This is an optimization exercise on Yosys and OpenROAD, whose aim is small area, a short achievable clock period and few clock cycles per item, not a production implementation.
Where RTL was checked, it was by simulation tests only, not by an equivalence proof against the original.
Power figures rest on the tool's default switching activity, not on a simulated workload.

main:
==> flow/design.v <==
package mmu_pkg;
  typedef logic [39-1:0]    vaddr_t;
  typedef logic [56-1:0]    paddr_t;
  typedef logic [44-1:0]    ppn_t;
  typedef logic [39-13:0]   vpn_t;
  typedef enum logic [1:0] {
    PRIV_LVL_U = 2'b00,
    PRIV_LVL_S = 2'b01,
    PRIV_LVL_M = 2'b11
  } priv_lvl_t;
  typedef struct packed {
    logic [9:0] rsvd;
    ppn_t       ppn;
    logic [1:0] rsw;
    logic       d;
    logic       a;
    logic       g;
    logic       u;
    logic       x;
    logic       w;
    logic       r;
    logic       v;
  } pte_t;
  typedef struct packed {
    logic valid;
    vpn_t vpn;
    pte_t pte;
    logic is_2m;
    logic is_1g;
  } tlb_entry_t;
  typedef struct packed {
    logic hit;
    pte_t pte;
    logic is_2m;
    logic is_1g;
  } tlb_rsp_t;
  typedef enum logic [3:0] {
    EXC_INSTR_ACCESS_FAULT = 4'd1,
    EXC_INSTR_PAGE_FAULT   = 4'd12,
    EXC_LOAD_PAGE_FAULT    = 4'd13,
    EXC_STORE_PAGE_FAULT   = 4'd15
  } exc_cause_t;
  typedef struct packed {
    logic        valid;
    exc_cause_t  cause;
    logic [63:0] tval;
  } exc_t;
  typedef struct packed {
    logic   valid;
    vaddr_t vaddr;
  } walk_req_t;
  typedef struct packed {
    logic       done;
    logic       error;
    vaddr_t     vaddr;
    tlb_entry_t entry;
  } walk_rsp_t;
  typedef enum logic [1:0] {
    IDLE,
    READ,
    WAIT,
    DONE
  } ptw_state_t;
  function automatic paddr_t merge_paddr(ppn_t ppn, vaddr_t vaddr, logic is_2m, logic is_1g);
    paddr_t paddr;
    paddr = {ppn, vaddr[11:0]};
    if (is_2m) begin
      paddr[20:12] = vaddr[20:12];
    end
    if (is_1g) begin
      paddr[29:12] = vaddr[29:12];
    end
    merge_paddr = paddr;
  endfunction
endpackage
`timescale 1ns/100ps
module mmu_top (
  input  logic        clk_i,
  input  logic        rst_ni,
  input  logic        enable_translation_i,
  input  logic        flush_tlb_i,
  input  logic [43:0] satp_ppn_i,
  input  logic [1:0]  priv_lvl_i,
  input  logic [1:0]  ld_st_priv_lvl_i,
  input  logic        sum_i,
  input  logic        fetch_req_i,
  input  logic [38:0] fetch_vaddr_i,
  output logic        fetch_valid_o,
  output logic [55:0] fetch_paddr_o,
  output logic [68:0] fetch_exc_o,
  input  logic        lsu_req_i,
  input  logic        lsu_is_store_i,
  input  logic [38:0] lsu_vaddr_i,
  output logic        lsu_dtlb_hit_o,
  output logic [43:0] lsu_dtlb_ppn_o,
  output logic        lsu_valid_o,
  output logic [55:0] lsu_paddr_o,
  output logic [68:0] lsu_exc_o,
  output logic        mem_req_o,
  output logic [55:0] mem_addr_o,
  input  logic        mem_rvalid_i,
  input  logic [63:0] mem_rdata_i
);
  logic en;
  assign en = enable_translation_i;
  logic        t_v, t_id, t_k1, t_k0, t_fok, t_lok, t_sok;
  logic [26:0] t_vpn;
  logic [43:0] t_ppn;
  logic [26:0] f_vpn, l_vpn;
  logic        f_hit, l_hit;
  assign f_vpn = fetch_vaddr_i[38:12];
  assign l_vpn = lsu_vaddr_i[38:12];
  assign f_hit = t_v && (t_vpn[26:18] == f_vpn[26:18])
                 && (t_k1 || (t_vpn[17:9] == f_vpn[17:9]))
                 && (t_k0 || (t_vpn[8:0] == f_vpn[8:0]));
  assign l_hit = t_v && (t_vpn[26:18] == l_vpn[26:18])
                 && (t_k1 || (t_vpn[17:9] == l_vpn[17:9]))
                 && (t_k0 || (t_vpn[8:0] == l_vpn[8:0]));
  logic        busy_q;    
  logic        own_q;     
  logic [1:0]  lvl_q;     
  logic        arr, leaf, fault, done, cont, free;
  logic [38:0] w_va;
  logic        rd_v, rd_r, rd_w, rd_x, rd_u, rd_a, rd_d;
  logic [43:0] rd_ppn;
  assign rd_v   = mem_rdata_i[0];
  assign rd_r   = mem_rdata_i[1];
  assign rd_w   = mem_rdata_i[2];
  assign rd_x   = mem_rdata_i[3];
  assign rd_u   = mem_rdata_i[4];
  assign rd_a   = mem_rdata_i[6];
  assign rd_d   = mem_rdata_i[7];
  assign rd_ppn = mem_rdata_i[53:10];
  assign w_va = own_q ? lsu_vaddr_i : fetch_vaddr_i;
  assign leaf = rd_r || rd_x;
  assign arr  = busy_q && mem_rvalid_i;
  assign cont = arr && rd_v && !rd_r && !rd_w && !rd_x && (lvl_q != 2'd0);
  assign done = arr && !cont;
  assign free = !busy_q || done;
  always_comb begin
    fault = !rd_v || (rd_w && !rd_r);
    if (leaf) begin
      if (!rd_a) fault = 1'b1;
      if (lvl_q == 2'd2 && rd_ppn[17:0] != '0) fault = 1'b1;
      if (lvl_q == 2'd1 && rd_ppn[8:0] != '0) fault = 1'b1;
    end else if (lvl_q == 2'd0) begin
      fault = 1'b1;
    end
  end
  logic lv_q, lf_q, fill;
  assign fill    = done && !fault && !flush_tlb_i;
  logic covered;
  assign covered = done && leaf && (own_q ? fetch_req_i : lsu_req_i)
                   && (fetch_vaddr_i[38:30] == lsu_vaddr_i[38:30])
                   && (lvl_q == 2'd2 || fetch_vaddr_i[29:21] == lsu_vaddr_i[29:21])
                   && (lvl_q != 2'd0 || fetch_vaddr_i[20:12] == lsu_vaddr_i[20:12]);
  logic l_sel, f_sel, l_go, f_go, start, canon;
  assign canon = (fetch_vaddr_i[38] == fetch_vaddr_i[37]);
  assign l_sel = lsu_req_i && en && !lv_q && !lf_q && !(busy_q && own_q);
  assign f_sel = fetch_req_i && en && canon && !(busy_q && !own_q);
  logic l_pri;
  assign l_pri = l_sel;
  assign l_go  = l_pri && !l_hit;
  assign f_go  = !l_pri && f_sel && !f_hit;
  assign start = free && !covered && (l_go || f_go);
  logic [8:0] s_idx, c_idx;
  assign s_idx = l_pri ? lsu_vaddr_i[38:30] : fetch_vaddr_i[38:30];
  assign c_idx = (lvl_q == 2'd2) ? w_va[29:21] : w_va[20:12];
  assign mem_req_o  = cont || start;
  assign mem_addr_o = cont ? {rd_ppn, c_idx, 3'b000} : {satp_ppn_i, s_idx, 3'b000};
  always_ff @(posedge clk_i or negedge rst_ni) begin
    if (!rst_ni) begin
      busy_q <= 1'b0;
    end else begin
      busy_q <= mem_req_o || (busy_q && !mem_rvalid_i);
    end
  end
  always_ff @(posedge clk_i) begin
    if (cont) begin
      lvl_q <= lvl_q - 2'd1;
    end else if (start) begin
      lvl_q <= 2'd2;
      own_q <= l_pri;
    end
  end
  logic        fw, lw;
  logic [43:0] f_ppn, l_ppn;
  logic        fw_flt, lw_flt;
  assign fw    = busy_q && !own_q && mem_rvalid_i;
  assign lw    = busy_q && own_q && mem_rvalid_i;
  assign f_ppn = {t_ppn[43:27],
                  t_ppn[26:18] | (f_vpn[26:18] & {9{t_id}}),
                  t_ppn[17:9]  | (f_vpn[17:9]  & {9{t_k1}}),
                  t_ppn[8:0]   | (f_vpn[8:0]   & {9{t_k0}})};
  assign l_ppn = {t_ppn[43:27],
                  t_ppn[26:18] | (l_vpn[26:18] & {9{t_id}}),
                  t_ppn[17:9]  | (l_vpn[17:9]  & {9{t_k1}}),
                  t_ppn[8:0]   | (l_vpn[8:0]   & {9{t_k0}})};
  logic w_fok, w_lok, w_sok, w_lpriv;
  assign w_fok   = rd_x && !((priv_lvl_i == 2'b00) && !rd_u) && !((priv_lvl_i == 2'b01) && rd_u);
  assign w_lpriv = !((ld_st_priv_lvl_i == 2'b01) && rd_u && !sum_i)
                   && !((ld_st_priv_lvl_i == 2'b00) && !rd_u);
  assign w_lok   = rd_r && w_lpriv;
  assign w_sok   = rd_w && rd_d && w_lpriv;
  assign fw_flt = (fw && fault) || !t_fok;
  assign lw_flt = (lw && fault) || (lsu_is_store_i ? !t_sok : !t_lok);
  assign lsu_dtlb_hit_o     = lsu_req_i && (!en || l_hit);
  assign lsu_dtlb_ppn_o     = l_ppn;
  always_ff @(posedge clk_i or negedge rst_ni) begin
    if (!rst_ni) begin
      lv_q <= 1'b0;
      lf_q <= 1'b0;
    end else begin
      lv_q <= lsu_dtlb_hit_o && !lsu_valid_o && !(fill && !covered);
      lf_q <= fill && own_q;
    end
  end
  assign lsu_valid_o        = lv_q || lf_q || (lw && fault);
  assign lsu_paddr_o        = {l_ppn, lsu_vaddr_i[11:0]};
  assign lsu_exc_o[68]      = en && lw_flt;
  assign lsu_exc_o[67:64]   = lsu_is_store_i ? 4'd15 : 4'd13;
  assign lsu_exc_o[63:0]    = {25'd0, lsu_vaddr_i};
  assign fetch_valid_o      = fetch_req_i && (!en || !canon || f_hit || (fw && fault));
  assign fetch_paddr_o      = {f_ppn, fetch_vaddr_i[11:0]};
  assign fetch_exc_o[68]    = en && (!canon || fw_flt);
  assign fetch_exc_o[67:64] = canon ? 4'd12 : 4'd1;
  assign fetch_exc_o[63:0]  = {25'd0, fetch_vaddr_i};
  always_ff @(posedge clk_i or negedge rst_ni) begin
    if (!rst_ni) begin
      t_v <= 1'b0;
    end else if (flush_tlb_i || !en || (!fetch_req_i && !lsu_req_i)) begin
      t_v <= 1'b0;
    end else if (fill) begin
      t_v <= 1'b1;
    end
  end
  always_ff @(posedge clk_i) begin
    t_id <= !en;
    if (!en) begin
      t_ppn <= '0;
      t_k1  <= 1'b1;
      t_k0  <= 1'b1;
    end else if (fill) begin
      t_ppn <= rd_ppn;
      t_k1  <= (lvl_q == 2'd2);
      t_k0  <= (lvl_q != 2'd0);
    end
    if (fill) begin
      t_vpn <= w_va[38:12];
      t_fok <= w_fok;
      t_lok <= w_lok;
      t_sok <= w_sok;
    end
  end
endmodule
==> flow/config.mk <==
export PLATFORM = sky130hd
export DESIGN_NAME = mmu_top
export DESIGN_NICKNAME = mmu_top
export VERILOG_FILES = /design/flow/design.v
export SDC_FILE = /design/flow/constraint.sdc
export NUM_CORES = 4
export LEC_CHECK = 0
export ABC_AREA = 1
export CAP_MARGIN = 20
export CORE_AREA = 2 2 188 188
export CTS_BUF_LIST = sky130_fd_sc_hd__clkbuf_8
export DIE_AREA = 0 0 190 190
export SETUP_SLACK_MARGIN = 3.6
export SLEW_MARGIN = 20
export TNS_END_PERCENT = 5
==> flow/constraint.sdc <==
create_clock -name core_clock -period 8.5 [get_ports {clk_i}]
set_input_delay 1.7000 -clock core_clock [delete_from_list [all_inputs] [get_ports {clk_i}]]
set_output_delay 1.7000 -clock core_clock [all_outputs]
set_load 0.01 [all_outputs]
standard.sh (not shown) runs the stock make flow with config.mk's settings and CLKGATE_MAP_FILE= SYNTH_SCRIPT=/design/flow/synth_recipe.tcl, a recipe that flattens the netlist after the stock synthesis.
==> flow/flow/run.sh <==
#!/bin/bash
# The standard layout, with the port buffers made from the smallest
# buffer cell instead of the delay cell buffer_ports picks by default, and
# the constant outputs left on synthesis's shared tie cells.
set -euo pipefail
export BUFFER_PORTS_ARGS="-buffer_cell sky130_fd_sc_hd__buf_1"
export SKIP_REPAIR_TIE_FANOUT=1
bash standard.sh finish > standard_flow.log 2>&1
main finished every stage and its layout cleared the timing, DRC and antenna checks.
Relative to main, the following input files were edited for the feature branch:
--- a/flow/design.v
+++ b/flow/design.v
@@ -150,7 +150,7 @@
   logic lv_q, lf_q, fill;
   assign fill    = done && !fault && !flush_tlb_i;
   logic covered;
-  assign covered = done && leaf && (own_q ? fetch_req_i : lsu_req_i)
+  assign covered = done && leaf
                    && (fetch_vaddr_i[38:30] == lsu_vaddr_i[38:30])
                    && (lvl_q == 2'd2 || fetch_vaddr_i[29:21] == lsu_vaddr_i[29:21])
                    && (lvl_q != 2'd0 || fetch_vaddr_i[20:12] == lsu_vaddr_i[20:12]);
Per the comparison of the feature branch with main, setup slack now larger, switching power as a share of total power +4.1 points, setup fix buffers added after clock tree synthesis saw an increase.
On routed wire length, the feature branch and main are basically level.
Relative to main, total chip power has decreased by 12% in the feature branch.
Between the feature branch and main, it is the feature branch whose power dissipated by switching net loads is lower, by 0.86%.
On share of synthesized cell area in full adder, half adder and majority cells, the feature branch and main are basically level.
Of the feature branch and main, it is the feature branch that has the lower met2 track demand over resource in global routing.
In the reports for the feature branch and main, the larger filler-free cell count of the finished design belongs to main.
Testbench counts of the feature branch, summed over its fixed seeds: cycles 85,496, items 23,040.
No functional check of the RTL was part of main.

==> port drivers added, routing unchanged <==
No port has a modelled driver above. Below, the same layouts with a new extraction and two added sets of constraints. Step 1 assumes that a clkbuf_16 drives the clock port and a buf_2 every other input. Step 2, shift: input delay + t, output delay - t, t = (earliest + latest rising clock arrival at the registers) / 2. This alone moves slack from input paths to output paths. Three values: ideal ports, drivers, drivers and shift; two values: the first two.
| run | shift t [ns] | setup slack, ns | worst register clock-pin slew, ns |
|---|---|---|---|
| main | 0.423 | 3.629 / 3.595 / 3.595 | 0.11 / 0.11 |
| the feature branch | 0.418 | 3.683 / 3.653 / 3.653 | 0.10 / 0.10 |
After both steps setup and hold are still met in every run listed. For main, which loses most, drivers alone change the setup slack by -0.034 ns; drivers and shift together by -0.034 ns.
